Background: an optimization exercise with open tools, aiming at small area and a short achievable clock period. Do not read the settings as production practice.
Only simulation tests tie the RTL to the original design; equivalence was not proved.
No activity file was given, so power comes from the tool's default toggle rates.

==> flow/design.v <==
module inst_mem_responder #(
  parameter int          ADDR_W      = 16,
  parameter int          DEPTH       = 256,
  parameter int          WAIT_CYCLES = 2,
  parameter logic [15:0] NOP_INST    = 16'h0000
) (
  input  logic              clk,
  input  logic              rst,
  input  logic              if_req,
  input  logic [ADDR_W-1:0] if_addr,
  output logic              if_ack,
  output logic [15:0]       if_inst,
  output logic              if_err,
  input  logic              load_we,
  input  logic [ADDR_W-1:0] load_addr,
  input  logic [15:0]       load_data,
  output logic              busy
);
  localparam int IDX_W = (DEPTH > 1) ? $clog2(DEPTH) : 1;
  localparam logic [ADDR_W:0] DEPTH_X   = (ADDR_W+1)'(DEPTH);
  localparam logic [3:0]      WAIT_INIT = (WAIT_CYCLES > 0) ? 4'(WAIT_CYCLES - 1) : 4'd0;
  typedef enum logic [1:0] {S_IDLE, S_WAIT, S_RESP} state_t;
  state_t            state;
  logic [3:0]        wait_cnt;
  logic [ADDR_W-1:0] addr_q;
  logic [15:0]       mem [DEPTH];
  logic        load_ok;
  logic        req_take;
  logic        addr_in;
  logic [15:0] rd_word;
  logic [15:0] rsp_word;
  logic        pf_hit;
  assign load_ok  = (state == S_IDLE) && load_we && ({1'b0, load_addr} < DEPTH_X);
  assign req_take = (state == S_IDLE) && !load_we && if_req;
  assign addr_in  = ({1'b0, addr_q} < DEPTH_X);
  assign rd_word  = mem[addr_q[IDX_W-1:0]];
  assign busy     = (state != S_IDLE);
  always_ff @(posedge clk) begin
    if (load_ok)
      mem[load_addr[IDX_W-1:0]] <= load_data;
    if (req_take)
      addr_q <= if_addr;
  end
  logic              pf_vld;
  logic [ADDR_W-1:0] pf_tag;
  logic [15:0]       pf_data;
  logic              hit_q;
  logic [ADDR_W:0]   nx_addr;
  logic              nx_ok;
  assign pf_hit   = pf_vld && (if_addr == pf_tag);
  assign nx_addr  = {1'b0, addr_q} + (ADDR_W+1)'(1);
  assign nx_ok    = addr_in && (nx_addr < DEPTH_X);
  assign rsp_word = hit_q ? pf_data : rd_word;
  always_ff @(posedge clk or negedge rst) begin
    if (!rst) begin
      pf_vld <= 1'b0;
      hit_q  <= 1'b0;
    end else begin
      if (state == S_IDLE && load_we && pf_vld && load_addr == pf_tag)
        pf_vld <= 1'b0;
      if (req_take)
        hit_q <= pf_hit;
      if (state == S_RESP)
        pf_vld <= nx_ok;
    end
  end
  always_ff @(posedge clk) begin
    if (state == S_RESP && nx_ok) begin
      pf_tag  <= nx_addr[ADDR_W-1:0];
      pf_data <= mem[nx_addr[IDX_W-1:0]];
    end
  end
  always_ff @(posedge clk or negedge rst) begin
    if (!rst) begin
      state    <= S_IDLE;
      wait_cnt <= 4'd0;
      if_ack   <= 1'b0;
      if_inst  <= 16'h0000;
      if_err   <= 1'b0;
    end else begin
      if_ack <= 1'b0;
      case (state)
        S_IDLE: begin
          if (req_take) begin
            if (pf_hit || WAIT_CYCLES == 0) begin
              state <= S_RESP;
            end else begin
              state    <= S_WAIT;
              wait_cnt <= WAIT_INIT;
            end
          end
        end
        S_WAIT: begin
          if (wait_cnt == 4'd0)
            state <= S_RESP;
          else
            wait_cnt <= wait_cnt - 4'd1;
        end
        S_RESP: begin
          if_ack  <= 1'b1;
          if_inst <= addr_in ? rsp_word : NOP_INST;
          if_err  <= !addr_in;
          state   <= S_IDLE;
        end
        default: state <= S_IDLE;
      endcase
    end
  end
endmodule
==> flow/run.sh <==
#!/bin/bash
# synth_recipe.tcl (not shown) runs the flow's synth.tcl, then flattens the netlist and writes it again
# the make line also repeats each setting of config.mk as NAME=value (left out here)
make -C /OpenROAD-flow-scripts/flow DESIGN_CONFIG=/design/flow/config.mk WORK_HOME=/design/flow/orfs CLKGATE_MAP_FILE= SYNTH_SCRIPT=/design/flow/synth_recipe.tcl finish
==> flow/config.mk <==
export PLATFORM = sky130hd
export DESIGN_NAME = inst_mem_responder
export DESIGN_NICKNAME = inst_mem_responder
export VERILOG_FILES = /design/flow/design.v
export SDC_FILE = /design/flow/constraint.sdc
export NUM_CORES = 4
export LEC_CHECK = 0
export CAP_MARGIN = 20
export CORE_MARGIN = 2
export CORE_UTILIZATION = 40
export SLEW_MARGIN = 20
export SYNTH_MEMORY_MAX_BITS = 8192
==> flow/constraint.sdc <==
create_clock -name core_clock -period 6.0 [get_ports {clk}]
set_input_delay 1.2000 -clock core_clock [delete_from_list [all_inputs] [get_ports {clk}]]
set_output_delay 1.2000 -clock core_clock [all_outputs]
set_load 0.01 [all_outputs]
==> flow_summary.toml, run 1 <==
[outcome]
status = "finished clean"

[power_and_ir_drop]
p_clk_frac = 0.355
power.share.sequential = 0.421
pwr-share-comb = 0.224
switchingPower_uw = 22600
powerDensity_nw_per_um2 = 353
swShare = 0.294
p_leak_uw = 0.0675
ir_drop_uv = 268
internal_power_uw = 54400

[synth]
ys_async_sr_fraction = 0.00622
synth_cells = 9359
synth_edf_count = 4144
ys_warn_count = 1
synth.avg_cell_area_sq_um = 20.6
synth_area_leaders = "edfxtp_1 (65%), mux4_2 (25%), mux2i_1 (2.3%), a22oi_1 (1.6%), clkbuf_1 (0.64%)"
yosys.area.top_type = "edfxtp_1"
syn_area_sq_um = 192000
synth_top_area_share = 0.647
ys_ff_latch = 4178
seq_area_frac_synth = 0.651
synth.most_common_cell = "edfxtp_1"
mappedNetlistNets = 9414
synth_cell_type_count = 65
synthTopCellsByCount = "edfxtp_1 (4,144), mux4_2 (2,107), mux2i_1 (444), a22oi_1 (413), clkbuf_1 (327)"
synth_ff_type = "edfxtp_1"

[timing]
post-route-period-util = 0.817
fin_ws_ns = 1.10
fmax_ghz = 0.204
setup_viol_count_final = 0
tightest_slew_ns = 1.43
final_hold_viol_count = 0
slew-limit-headroom = 0.0482
drv_slew = 0
grt_setup_unrepaired = "false"
setup-tns-final_ns = 0
skew_ns = 0.0523
period_minus_slack_ns = 4.90

[die]
initial_core_util = 0.402
die_height_um = 698
pin_count = 71
die_w_um = 698
rows = 254
coreArea_sq_um = 479000
dieArea_sq_um = 487000

[clocking]
numCtsBuffers = 437
cts_hold_buf = 0
post_cts_buffers = 0
cts.path.max_buffers = 4
ctsResizeCount = 0
cts_sinks = 4178
cts_tree = "done"
htreeDepth = 5
path_clk_slew_ns = 0.06
clock_latency_ns = 1.04
root_buffer = "clkbuf_16"

[placement]
gp_congestion = 0.946
detailedPlace.worstSlack_ns = 1.05
post-dp-hpwl_um = 427000
io_buffers = 70

[grt]
antenna_found_initial = 58
overflow = 0
grt_pass1_wl_um = 910000
grt_use_total = 0.267
grt_max_degree = 162
grt_pass1_vias = 109000

[worst_setup_path]
r2r_start = "addr_q[0]"
critPathArrivalTime_ns = 5.65
path_class = "flip-flop to flip-flop"
crit_path_start_kind = "flip-flop"
cp-end-kind = "flip-flop"
required_ns = 6.75
r2r_end = "pf_data[6]"
ff2ff_setup_slack_ns = 1.10
worst_r2r_path_depth = 10
crit_fanout = 32

[routing]
drc = 0
dr.pass1.iters = 7
antenna_left = 0
wl_per_cell_um = 40.1
wl_um = 664000
num_vias = 111000
viasPerCell = 6.68
drt-initial-drc-count = 19000

[job]
cap_viol_max_count = 0

[final_layout]
area_delta_synth_final_pct = 13.4
fillers = 40000
layout-drive-gt1-share = 0.368
nets = 9796

[worst_hold_path]
min_path_type = "primary input to async pin"
per-layer routing:
layer | global-route usage | routed length [um] | vias to the layer above
met4 | 0.117 | 33900 | 26
met1 | 0.370 | 246000 | 59300
met5 | 0.00255 | 337 | -
li1 | - | - | 41800
met2 | 0.390 | 292000 | 8147
met3 | 0.0854 | 90800 | 1187
worst max-delay path: stages, from the launching register on:
cell and delay (ns):
edfxtp_1 0.52, ha_4 0.66, buf_12 0.30, buf_12 0.26, buf_4 0.25, mux4_2 0.32, mux4_2 0.59, a22oi_1 0.53
a21oi_1 0.24, nor3_1 0.72, nor2_1 0.13
stage by stage:
step | total power (uW) | instances | hold WS (ns) | cell area (sq um) | util
floorplan | 43000 | 9359 | 0.455 | 192000 | -
global placement | 49800 | 15700 | 0.468 | 204000 | 0.426
detailed placement | 49900 | 15700 | 0.477 | 204000 | 0.426
CTS | 77000 | 16500 | 0.237 | 218000 | 0.456
global route | 78800 | 16500 | 0.314 | 218000 | 0.456
finish | 77000 | 16500 | 0.293 | 218000 | 0.456
area by class of cell:
cell class              count  area, sq um  share of cell area
repair buffers            704         6610              0.0303
clock buffers             522        11400              0.0521
clock inverters           290         2820              0.0129
diodes                     34         85.1            0.000390
multi-input cells        4407        64000               0.293
well taps                6400         8010              0.0367
inverters                  13         48.8            0.000224
flip-flops and latches   4178       125000               0.574
registers in the layout, indices dropped and copies added, names as in the netlist, named ones only:
name / count
mem: 4096
addr_q: 16
if_inst: 16
pf_data: 16
pf_tag: 16
wait_cnt: 4
state: 2
hit_q: 1
if_ack: 1
if_err: 1
pf_vld: 1
cells by family (layout without fill, tap and decap cells):
group,count (synthesis),count (layout),synth area share
AOI/OAI and AO/OA,927,927,0.0333
xor gates and xnor gates,45,45,0.00209
adders and majority gates,3,3,0.000195
buffers and inverters,774,1529,0.0212
DFF,4178,4178,0.651
muxes,2578,2578,0.271
other,0,34,0
and+or+nand+nor,854,854,0.0209
layout by cell type (no fill, tap or decap), types with 78 or more instances in the layout:
master and n:
a21oi_1 123, clkinv_1 101, buf_4 546, nand2_1 176, nor2_2 229, mux4_2 2107
edfxtp_1 4144, buf_12 86, clkinv_2 94, nor3_1 106, nor2_1 78, mux2i_1 444
o22ai_1 164, clkbuf_16 441, a22oi_1 413
worst max-delay path by stage:
stage	startpoint	end	cells past startpoint
2_1_floorplan	load_addr[15]	mem[186][0]	6
5_1_grt	addr_q[0]	pf_data[7]	8
3_5_place_dp	load_addr[3]	mem[232][0]	6
6_report	addr_q[0]	pf_data[6]	10
4_1_cts	addr_q[0]	pf_data[6]	10
3_3_place_gp	load_addr[4]	mem[215][2]	6
power groups by stage:
stage | sequential, uW | combinational [uW] | clock, uW
floorplan | 32800 | 10200 | 0
global placement | 33100 | 16800 | 0
detailed placement | 33100 | 16900 | 0
CTS | 32500 | 16900 | 27600
global route | 32400 | 17700 | 28600
finish | 32400 | 17300 | 27300
==> run 2, diff against run 1 <==
==> flow/design.v (replaced) <==
module inst_mem_responder #(
  parameter int          ADDR_W      = 16,
  parameter int          DEPTH       = 256,
  parameter int          WAIT_CYCLES = 2,
  parameter logic [15:0] NOP_INST    = 16'h0000
) (
  input  logic              clk,
  input  logic              rst,
  input  logic              if_req,
  input  logic [ADDR_W-1:0] if_addr,
  output logic              if_ack,
  output logic [15:0]       if_inst,
  output logic              if_err,
  input  logic              load_we,
  input  logic [ADDR_W-1:0] load_addr,
  input  logic [15:0]       load_data,
  output logic              busy
);
  logic [15:0] mem [256];
  logic       s1, s2, s3;
  logic [7:0] addr_q;      
  logic       inr_q;       
  logic       pf_vld;
  logic [7:0] pf_tag;
  logic load_ok, req_take, hit, ack_nx;
  assign load_ok  = !busy && load_we && (load_addr[15:8] == 8'd0);
  assign req_take = !busy && !load_we && if_req;
  assign hit      = pf_vld && inr_q && (addr_q == pf_tag);
  assign ack_nx   = (s1 && hit) || s3;
  always_ff @(posedge clk) begin
    if (load_ok)
      mem[load_addr[7:0]] <= load_data;
    if (req_take) begin
      addr_q <= if_addr[7:0];
      inr_q  <= (if_addr[15:8] == 8'd0);
    end
    if (ack_nx)
      pf_tag <= addr_q + 8'd1;
  end
  always_ff @(posedge clk or negedge rst) begin
    if (!rst) begin
      busy    <= 1'b0;
      s1      <= 1'b0;
      s2      <= 1'b0;
      s3      <= 1'b0;
      pf_vld  <= 1'b0;
      if_ack  <= 1'b0;
      if_inst <= 16'h0000;
      if_err  <= 1'b0;
    end else begin
      busy   <= req_take || (s1 && !hit) || s2;
      s1     <= req_take;
      s2     <= s1 && !hit;
      s3     <= s2;
      if_ack <= ack_nx;
      if (ack_nx) begin
        if_inst <= inr_q ? mem[addr_q] : NOP_INST;
        if_err  <= !inr_q;
        pf_vld  <= inr_q && (addr_q != 8'hFF);
      end else if (!busy && load_we && load_addr == {8'd0, pf_tag}) begin
        pf_vld  <= 1'b0;
      end
    end
  end
endmodule
==> flow_summary.toml, run 2 <==
[placement]
post-dp-hpwl_um = 306000
placedCellCount = 12900
gp_congestion = 0.955
io_buffers = 70

[worst_setup_path]
cp-end-kind = "flip-flop"
crit_path_end = "if_inst[0]"
path_class = "flip-flop to flip-flop"
ff2ff_setup_slack_ns = 1.36
critPathArrivalTime_ns = 5.51
crit_path_start_kind = "flip-flop"
r2r_end = "if_inst[0]"
crit_fanout = 30
required_ns = 6.87
worst_r2r_path_depth = 10

[grt]
grt_max_degree = 158
antenna_found_initial = 34
grt_pass1_vias = 81400
overflow = 0
grt_pass1_wl_um = 671000
grt_use_total = 0.237

[power_and_ir_drop]
swShare = 0.230
power.share.sequential = 0.517
ir_drop_uv = 280
internal_power_uw = 47700
switchingPower_uw = 14300
powerDensity_nw_per_um2 = 338
p_clk_frac = 0.409
pwr-share-comb = 0.074
p_leak_uw = 0.0577

[routing]
antenna_left = 0
wl_per_cell_um = 35.8
dr.pass1.iters = 8
num_vias = 83300
wl_um = 489000
drc = 0
drt-initial-drc-count = 13100
viasPerCell = 6.10

[timing]
setup-tns-final_ns = 0
post-route-period-util = 0.773
final_hold_viol_count = 0
grt_setup_unrepaired = "false"
drv_slew = 0
setup_viol_count_final = 0
fmax_ghz = 0.215
period_minus_slack_ns = 4.64
tightest_slew_ns = 1.36
skew_ns = 0.0521
slew-limit-headroom = 0.0925

[die]
rows = 232
pin_count = 71
die_w_um = 637
initial_core_util = 0.402
dieArea_sq_um = 406000
die_height_um = 637
coreArea_sq_um = 399000

[synth]
yosys.area.top_type = "edfxtp_1"
synth.avg_cell_area_sq_um = 21.5
syn_area_sq_um = 160000
synthTopCellsByCount = "edfxtp_1 (4,113), mux4_2 (814), mux2i_1 (429), nor2_1 (336), nand2_1 (190)"
synth-simple-area-share = 0.0212
synth_xor_area_frac = 0.00120
synth_top_family_by_area = "multiplexers"
ys_ff_latch = 4144
synth_top_area_share = 0.770
synth_cell_type_count = 83
synth_edf_count = 4113
synth_area_leaders = "edfxtp_1 (77%), mux4_2 (11%), mux2i_1 (2.7%), nor2_1 (0.79%), mux4_1 (0.65%)"
ys_warn_count = 1
synth_cells = 7475
ys_async_sr_fraction = 0.00555
synth_ff_type = "edfxtp_1"
synthMuxAreaShare = 0.150
synth.most_common_cell = "edfxtp_1"
synth_fa_ha_area_frac = 0.0000780
mappedNetlistNets = 7528
seq_area_frac_synth = 0.774
synth_compound_area_frac = 0.0333

[clocking]
cts_tree = "done"
path_clk_slew_ns = 0.06
root_buffer = "clkbuf_16"
cts.path.max_buffers = 4
numCtsBuffers = 413
cts_sinks = 4144
post_cts_buffers = 0
ctsResizeCount = 0
cts_hold_buf = 0
clock_latency_ns = 0.99
htreeDepth = 5

[job]
cap_viol_max_count = 0

[final_layout]
area_delta_synth_final_pct = 14.1
layout_commonest_cell = "edfxtp_1"
layout-drive-gt1-share = 0.259
nets = 8102
stdcell_count = 13700
largest_register_ffs = 4096
final_cell_mix = "edfxtp_1 (4,113), mux4_2 (814), buf_4 (474), mux2i_1 (429), clkbuf_16 (416)"

[worst_hold_path]
min_path_type = "primary input to async pin"

[outcome]
status = "finished clean"
[run 2: area by class of cell]
class	count	area, sq um
Fill cell	33100	216000
Sequential cell	4144	124000
Multi-Input combinational cell	2886	33700
Clock buffer	500	10700
Tap cell	5265	6590
Timing Repair Buffer	593	5320
Clock inverter	247	2360
Inverter	11	56.3
Antenna cell	19	47.5
[run 2: routing by layer]
layer / GRT usage / vias up / share of wire
li1: - / 32700 / -
met1: 0.326 / 44700 / 0.38
met2: 0.367 / 4998 / 0.46
met3: 0.0426 / 938 / 0.099
met4: 0.111 / 8 / 0.055
met5: 0 / - / 0.00012
[run 2: worst min path at each step]
stage,slack (ns),endpoint,depth (start not counted),start
after floorplan,0.35,s3,0,s2
after global placement,0.36,s3,0,s2
after detailed placement,0.37,s3,0,s2
after CTS,0.16,if_inst[9],1,rst
after global routing,0.21,if_inst[12],1,rst
final,0.20,if_inst[14],1,rst
[run 2: kinds of logic after synthesis]
family                   count (synthesis)
buffers and inverters                  445
flip-flops                            4144
multiplexers                          1323
AND/OR/NAND/NOR                        773
AO/OA/AOI/OAI                          767
XOR/XNOR                                22
adder cells (fa/ha/maj)                  1
[run 2: power groups by stage]
stage               clock network, uW  logic [uW]  registers (uW)
global route                    26600        4710           32000
floorplan                           0        2350           32500
finish                          25300        4600           32000
CTS                             25600        4560           32000
detailed placement                  0        4550           32700
global placement                    0        4500           32700
[run 2: stage by stage]
step | utilization | hold slack, ns | setup WS, ns | cell area (sq um) | total power (uW)
floorplan | - | 0.348 | 2.43 | 160000 | 34900
global placement | 0.425 | 0.361 | 0.712 | 170000 | 37200
detailed placement | 0.425 | 0.369 | 0.772 | 170000 | 37200
CTS | 0.458 | 0.161 | 1.11 | 183000 | 62200
global route | 0.458 | 0.209 | 1.35 | 183000 | 63400
finish | 0.458 | 0.203 | 1.36 | 183000 | 62000
[run 2: critical path, stage by stage (launching register included)]
cell and delay, ns:
dfxtp_4 0.78, buf_4 0.38, or2_4 0.66, buf_12 0.35
o221ai_1 0.25, a21oi_1 0.21, o21ai_0 0.23, a2111oi_0 1.01
a2111oi_0 0.17, buf_4 0.23, a22o_1 0.17

port drivers added, routing unchanged:
The flow's constraints put no driver on any port. The routed layouts listed below were extracted and timed again, unchanged, in two steps.
Step 1 (the two cells are an assumption about what drives the block):
set clk [get_ports {clk}]
set_driving_cell -lib_cell sky130_fd_sc_hd__clkbuf_16 $clk
set_driving_cell -lib_cell sky130_fd_sc_hd__buf_2 [delete_from_list [all_inputs] $clk]
Step 2 also shifts input and output timing later by t, the mid clock arrival at the registers, as if the neighbouring blocks saw the same clock.
a / b / c = no drivers / after step 1 / after step 2; a / b = the first two.
run | shift t [ns] | setup slack, ns | worst setup path at the end
run 1 | 1.138 | 1.100 / 1.100 / 0.709 | input to register
run 2 | 1.082 | 1.360 / 1.360 / 0.708 | input to register
After both steps every run listed still meets setup and hold. The setup slack of run 2, which loses most, moves by 0.000 ns with the drivers and by -0.652 ns with both steps.
